What follows belongs to an exercise in optimizing a design on an open flow for small area, a short achievable clock period and few clock cycles; a production flow would make more cautious choices.
Where RTL was checked, it was by simulation tests only, not by an equivalence proof against the original.
Power figures rest on the tool's default switching activity, not on a simulated workload.

Design idex_unit, start of the top module:
module idex_unit (
    input  logic                     clk_i,
    input  logic                     rst_n_i,
    input  logic                     req_i,
    input  idex_ctrl_pkg::word_t     inst_i,
    input  idex_ctrl_pkg::word_t     pc_i,
    input  idex_ctrl_pkg::word_t     rs1_data_i,
    input  idex_ctrl_pkg::word_t     rs2_data_i,
    output idex_ctrl_pkg::reg_addr_t rs1_addr_o,
    output idex_ctrl_pkg::reg_addr_t rs2_addr_o,
    output logic                     ack_o,
    output logic                     rd_we_o,
    output idex_ctrl_pkg::reg_addr_t rd_addr_o,
    output idex_ctrl_pkg::word_t     rd_data_o,
    output idex_ctrl_pkg::word_t     pc_next_o,
    output logic                     inst_err_o
);
Size in the first run: ~1900 cells after synthesis, about 210 I/O pins, ~8700 um^2 of cells after synthesis.
==> flow/config.mk <==
export PLATFORM = sky130hd
export DESIGN_NAME = idex_unit
export DESIGN_NICKNAME = idex_unit
export VERILOG_FILES = /design/flow/design.v
export SDC_FILE = /design/flow/constraint.sdc
export NUM_CORES = 4
export LEC_CHECK = 0
export ABC_AREA = 1
export CAP_MARGIN = 20
export CORE_MARGIN = 2
export CORE_UTILIZATION = 40
export SLEW_MARGIN = 20
==> flow/constraint.sdc <==
create_clock -name core_clock -period 6.5 [get_ports {clk_i}]
set_input_delay 1.3000 -clock core_clock [delete_from_list [all_inputs] [get_ports {clk_i}]]
set_output_delay 1.3000 -clock core_clock [all_outputs]
set_load 0.01 [all_outputs]
standard.sh (not shown) runs the stock make flow with config.mk's settings and CLKGATE_MAP_FILE= SYNTH_SCRIPT=/design/flow/synth_recipe.tcl, a recipe that flattens the netlist after the stock synthesis.
==> flow/flow/run.sh <==
#!/bin/bash
# Own layout flow: the standard ORFS flow (standard.sh) with two changes:
#  - synthesis leaves adders to ABC (ADDER_MAP_FILE empty: no full/half
#    adder cells are extracted before technology mapping);
#  - the port buffers are plain buf_1 cells instead of the delay cells that
#    buffer_ports picks by default. Each port still gets its own buffer.
set -euo pipefail
bash standard.sh "ADDER_MAP_FILE=" \
    "BUFFER_PORTS_ARGS=-buffer_cell sky130_fd_sc_hd__buf_1" finish > orfs_make.log 2>&1
Edit:
Settings changed: CORE_UTILIZATION 40 to 30.
Outcome: Worst setup slack is worse by 160 ps; total power fell by 1.7%; maximum frequency came out lower by 2.5%; via count grows by 0.61%; global-route usage fell by 10 points.
No run of this note included a check of the RTL's function; only the layout flow was run.

## JK
idex_unit, a different RTL version from the one above (not shown whole).
Size: about 210 I/O pins, roughly 0.0084 mm2 of cells after synthesis.
// idex_unit
module idex_unit (
    input  logic                     clk_i,
    input  logic                     rst_n_i,
    input  logic                     req_i,
    input  idex_ctrl_pkg::word_t     inst_i,
    input  idex_ctrl_pkg::word_t     pc_i,
    input  idex_ctrl_pkg::word_t     rs1_data_i,
    input  idex_ctrl_pkg::word_t     rs2_data_i,
    output idex_ctrl_pkg::reg_addr_t rs1_addr_o,
    output idex_ctrl_pkg::reg_addr_t rs2_addr_o,
    output logic                     ack_o,
    output logic                     rd_we_o,
    output idex_ctrl_pkg::reg_addr_t rd_addr_o,
    output idex_ctrl_pkg::word_t     rd_data_o,
    output idex_ctrl_pkg::word_t     pc_next_o,
    output logic                     inst_err_o
);
Settings: LEC_CHECK=0, ABC_AREA=1, CAP_MARGIN=20, CORE_MARGIN=2, CORE_UTILIZATION=48, SLEW_MARGIN=20; clock period 6.5 ns.
Scripts as last shown in full above: flow/flow/run.sh
The flow did not stop early for JK: all stages ran, and the layout cleared the timing, DRC and antenna checks.
Testbench counts of JK, summed over its fixed seeds: cycles 6,400.
Edits applied to the flow inputs when going from JK to MS:
- CORE_UTILIZATION now 40, was 48
- SETUP_SLACK_MARGIN now 0.5, previously not set
==> comparison <==
The cell count in MS was higher than what JK gave.
MS: total power higher than JK
Weighted congestion reported at the end of routability-driven placement shrinks slightly when moving from JK to MS.
From JK to MS the numbers moved as follows: hold slack has decreased, critical path depth went up.
[inputs] AL vs MS
- changing SETUP_SLACK_MARGIN from 0.5 to 0.9
[summary]
- AL: PASS, flow complete, no timing, DRC or antenna violations
- Comparing MS and AL, worst setup slack is lower on MS.
- Going from MS to AL, final period demand of the worst path shrinks by 290 ps.
- The first element of the critical path comes out inst_i[14] in one run and inst_i[13] in the other, namely in MS and AL respectively.
- When AL is measured against MS, its power turns out about 10% higher.
--- input diff AL..TR ---
- SETUP_SLACK_MARGIN: 0.9 -> 0.7
Findings:
[compare] base=AL new=TR: cell area after layout now sits lower; clock period minus final worst setup slack rose 140 ps. Cmp TR vs AL: number of nets in the layout lower in TR.

== run 1 ==
Another version of the RTL of idex_unit (not shown whole).
For scale: about 1800 cells after synthesis, about 210 I/O pins.
clock: 6.5 ns
lec_check: 0
abc_area: 1
cap_margin: 20
core_margin: 2
core_utilization: 30
setup_slack_margin: 0.9
slew_margin: 20
Scripts as last shown in full above: flow/flow/run.sh
diff inputs: run 1 => run 2
# run 1
export LEC_CHECK = 0
export ABC_AREA = 1
export CAP_MARGIN = 20
export CORE_MARGIN = 2
export CORE_UTILIZATION = 30
export SETUP_SLACK_MARGIN = 0.9
export SLEW_MARGIN = 20
create_clock -name core_clock -period 6.5 [get_ports {clk_i}]
# run 2
export LEC_CHECK = 0
export ABC_AREA = 1
export CAP_MARGIN = 20
export CORE_MARGIN = 2
export CORE_UTILIZATION = 30
export SETUP_SLACK_MARGIN = 1.2
export SLEW_MARGIN = 20
create_clock -name core_clock -period 6.5 [get_ports {clk_i}]
==> flow/flow/run.sh <==
#!/bin/bash
# Own layout flow: the standard ORFS flow (standard.sh) with two changes:
#  - synthesis leaves adders to ABC (ADDER_MAP_FILE empty: no full/half
#    adder cells are extracted before technology mapping);
#  - the port buffers are plain buf_2 cells instead of the delay cells that
#    buffer_ports picks by default. Each port still gets its own buffer.
set -euo pipefail
bash standard.sh "ADDER_MAP_FILE=" \
    "BUFFER_PORTS_ARGS=-buffer_cell sky130_fd_sc_hd__buf_2" finish > orfs_make.log 2>&1
==> comparison <==
- Run 2 and run 1 ended up with roughly the same maximum frequency.
- In run 2 the share of the final layout cell area in multi-input gates turned out 2.5 points lower than in run 1.
- Compared with run 1, in run 2 wire length of the first global-routing pass shows an increase of 10%; power shows an increase of about 24%; design area shows an increase of about 17%.
- Sort run 2 and run 1 by switching part of the total asc -> top: run 2
What run 3 does differently from run 2 at the input level:
# run 2
export LEC_CHECK = 0
export ABC_AREA = 1
export CAP_MARGIN = 20
export CORE_MARGIN = 2
export CORE_UTILIZATION = 30
export SETUP_SLACK_MARGIN = 1.2
export SLEW_MARGIN = 20
create_clock -name core_clock -period 6.5 [get_ports {clk_i}]
# run 3
export LEC_CHECK = 0
export ABC_AREA = 1
export CAP_MARGIN = 20
export CORE_MARGIN = 2
export CORE_UTILIZATION = 30
export SLEW_MARGIN = 20
create_clock -name core_clock -period 6.5 [get_ports {clk_i}]
[summary]
Run 3 gives less global-route wire length before repair than run 2 did. As far as number of flip-flops and latches goes, run 2 and run 3 are indistinguishable; the numbers are identical. A highest-delay cell along the critical path of o21ai_2 is what run 2 shows, while o21ai_0 belongs to run 3. Run 3: area growth from synthesis to final layout 41 points below run 2. Sort run 2 and run 3 by fraction of final layout cells with drive strength greater than 1, descending, and run 2 comes first. Global routing usage on met1 (higher): run 2. On run 3: total detailed-routing wirelength is 6.0 mm lower than what run 2 gave. Looking at power attributed to combinational cells, run 3 sits 30% below run 2. Headroom to the max-slew limit: run 3 vs run 2 up 0.57 points. Looking at final cycle utilization of the critical path, run 3 sits above run 2.
No run of this note included a check of the RTL's function; only the layout flow was run.

idex_unit, a different RTL version from the one above (not shown whole).
Size in the first run: roughly 210 I/O pins, about 11000 um2 of cells after synthesis.
==> flow/config.mk <==
export PLATFORM = sky130hd
export DESIGN_NAME = idex_unit
export DESIGN_NICKNAME = idex_unit
export VERILOG_FILES = /design/flow/design.v
export SDC_FILE = /design/flow/constraint.sdc
export NUM_CORES = 4
export LEC_CHECK = 0
export ABC_AREA = 1
export CAP_MARGIN = 20
export CORE_MARGIN = 2
export CORE_UTILIZATION = 30
export SLEW_MARGIN = 20
==> flow/constraint.sdc <==
create_clock -name core_clock -period 6.5 [get_ports {clk_i}]
set_input_delay 1.3000 -clock core_clock [delete_from_list [all_inputs] [get_ports {clk_i}]]
set_output_delay 1.3000 -clock core_clock [all_outputs]
set_load 0.01 [all_outputs]
run.sh (not shown) runs the stock make flow with config.mk's settings and CLKGATE_MAP_FILE= SYNTH_SCRIPT=/design/flow/synth_recipe.tcl, a recipe that flattens the netlist after the stock synthesis.
Stock flow here: none of the scripts above is used.
The baseline produced a clean layout.
Testbench counts at the start, summed over its fixed seeds: cycles 6,400.
Then changed:
==> flow/flow/run.sh (new file) <==
#!/bin/bash
# Own layout flow: the standard ORFS flow (standard.sh), unchanged except
# that the port buffers are plain buf_2 cells instead of the delay cells that
# buffer_ports picks by default. Each port still gets its own buffer.
set -euo pipefail
bash standard.sh "BUFFER_PORTS_ARGS=-buffer_cell sky130_fd_sc_hd__buf_2" finish > orfs_make.log 2>&1
==> flow/standard.sh (new file) <==
#!/bin/bash
# synth_recipe.tcl (not shown) runs the flow's synth.tcl, then flattens the netlist and writes it again
# the make line also repeats each setting of config.mk as NAME=value (left out here)
make -C /OpenROAD-flow-scripts/flow DESIGN_CONFIG=/design/flow/config.mk WORK_HOME=/design/flow/orfs CLKGATE_MAP_FILE= SYNTH_SCRIPT=/design/flow/synth_recipe.tcl "${@:-finish}"
removed: flow/run.sh
After rerunning: Utilization went down by 11 points. Cell area went down by about a fifth. Routed wire length went down by a little under a tenth. Non-clock buffer count went down by 335. Worst setup slack improves by 21 ps. Global-route usage went down by 2.2 points. Via count went down by a few percent. Power went down by about a fifth. Die area is unchanged.

== v51 ==
RTL: one of the versions met above, not the one the previous note started from.
Size in the first run: about 1700 cells after synthesis, roughly 210 I/O pins, about 8400 µm² of cells after synthesis.
export LEC_CHECK = 0
export ABC_AREA = 1
export CAP_MARGIN = 20
export CORE_MARGIN = 2
export CORE_UTILIZATION = 30
export SLEW_MARGIN = 20
create_clock -name core_clock -period 6.5 [get_ports {clk_i}]
standard.sh (not shown) runs the stock make flow with config.mk's settings and CLKGATE_MAP_FILE= SYNTH_SCRIPT=/design/flow/synth_recipe.tcl, a recipe that flattens the netlist after the stock synthesis.
==> flow/flow/run.sh <==
#!/bin/bash
# Own layout flow: the standard ORFS flow (standard.sh) with two changes:
#  - synthesis leaves adders to ABC (ADDER_MAP_FILE empty: no full/half
#    adder cells are extracted before technology mapping);
#  - the port buffers are plain buf_1 cells instead of the delay cells that
#    buffer_ports picks by default. Each port still gets its own buffer.
set -euo pipefail
bash standard.sh "ADDER_MAP_FILE=" \
    "BUFFER_PORTS_ARGS=-buffer_cell sky130_fd_sc_hd__buf_1" finish > orfs_make.log 2>&1
v51 completed; timing, DRC and antenna clean
Testbench counts of v51, summed over its fixed seeds: cycles 6,400.
diff inputs: v51 => v39
# v51
export LEC_CHECK = 0
export ABC_AREA = 1
export CAP_MARGIN = 20
export CORE_MARGIN = 2
export CORE_UTILIZATION = 30
export SLEW_MARGIN = 20
create_clock -name core_clock -period 6.5 [get_ports {clk_i}]
# v39
export LEC_CHECK = 0
export ABC_AREA = 1
export CAP_MARGIN = 20
export CORE_MARGIN = 2
export CORE_UTILIZATION = 40
export SETUP_SLACK_MARGIN = 0.3
export SLEW_MARGIN = 20
create_clock -name core_clock -period 6.5 [get_ports {clk_i}]
Results
Per the comparison of v39 with v51, worst hold slack was more or less identical; initial core utilization went up by 11 points; overall routed net length went down by 2.0 mm; overall power of the completed layout went down by 0.000012 W; minimum clock period after layout went up by 0.017 ns. The count of nets after finishing was comparable across v51 and v39.
Setup changes, v39 to v43
# v39
export LEC_CHECK = 0
export ABC_AREA = 1
export CAP_MARGIN = 20
export CORE_MARGIN = 2
export CORE_UTILIZATION = 40
export SETUP_SLACK_MARGIN = 0.3
export SLEW_MARGIN = 20
create_clock -name core_clock -period 6.5 [get_ports {clk_i}]
# v43
export LEC_CHECK = 0
export ABC_AREA = 1
export CAP_MARGIN = 20
export CORE_MARGIN = 2
export CORE_UTILIZATION = 40
export SLEW_MARGIN = 20
create_clock -name core_clock -period 6.5 [get_ports {clk_i}]
==> comparison <==
v43 -> v39: required time of the critical path flat
Between v39 and v43, the non-filler instance count after layout figures differ only marginally.
Routed wire length, v43 and v39: larger value in v39
Looking at total number of cells along the worst setup path, v43 sits above v39.
Per the comparison of v43 with v39, number of vias after detailed routing did not really move; worst setup slack after layout went up.
The cell with the largest stage delay on the worst path comes out nor2_2 in one run and a2111oi_0 in the other, namely in v43 and v39 respectively.
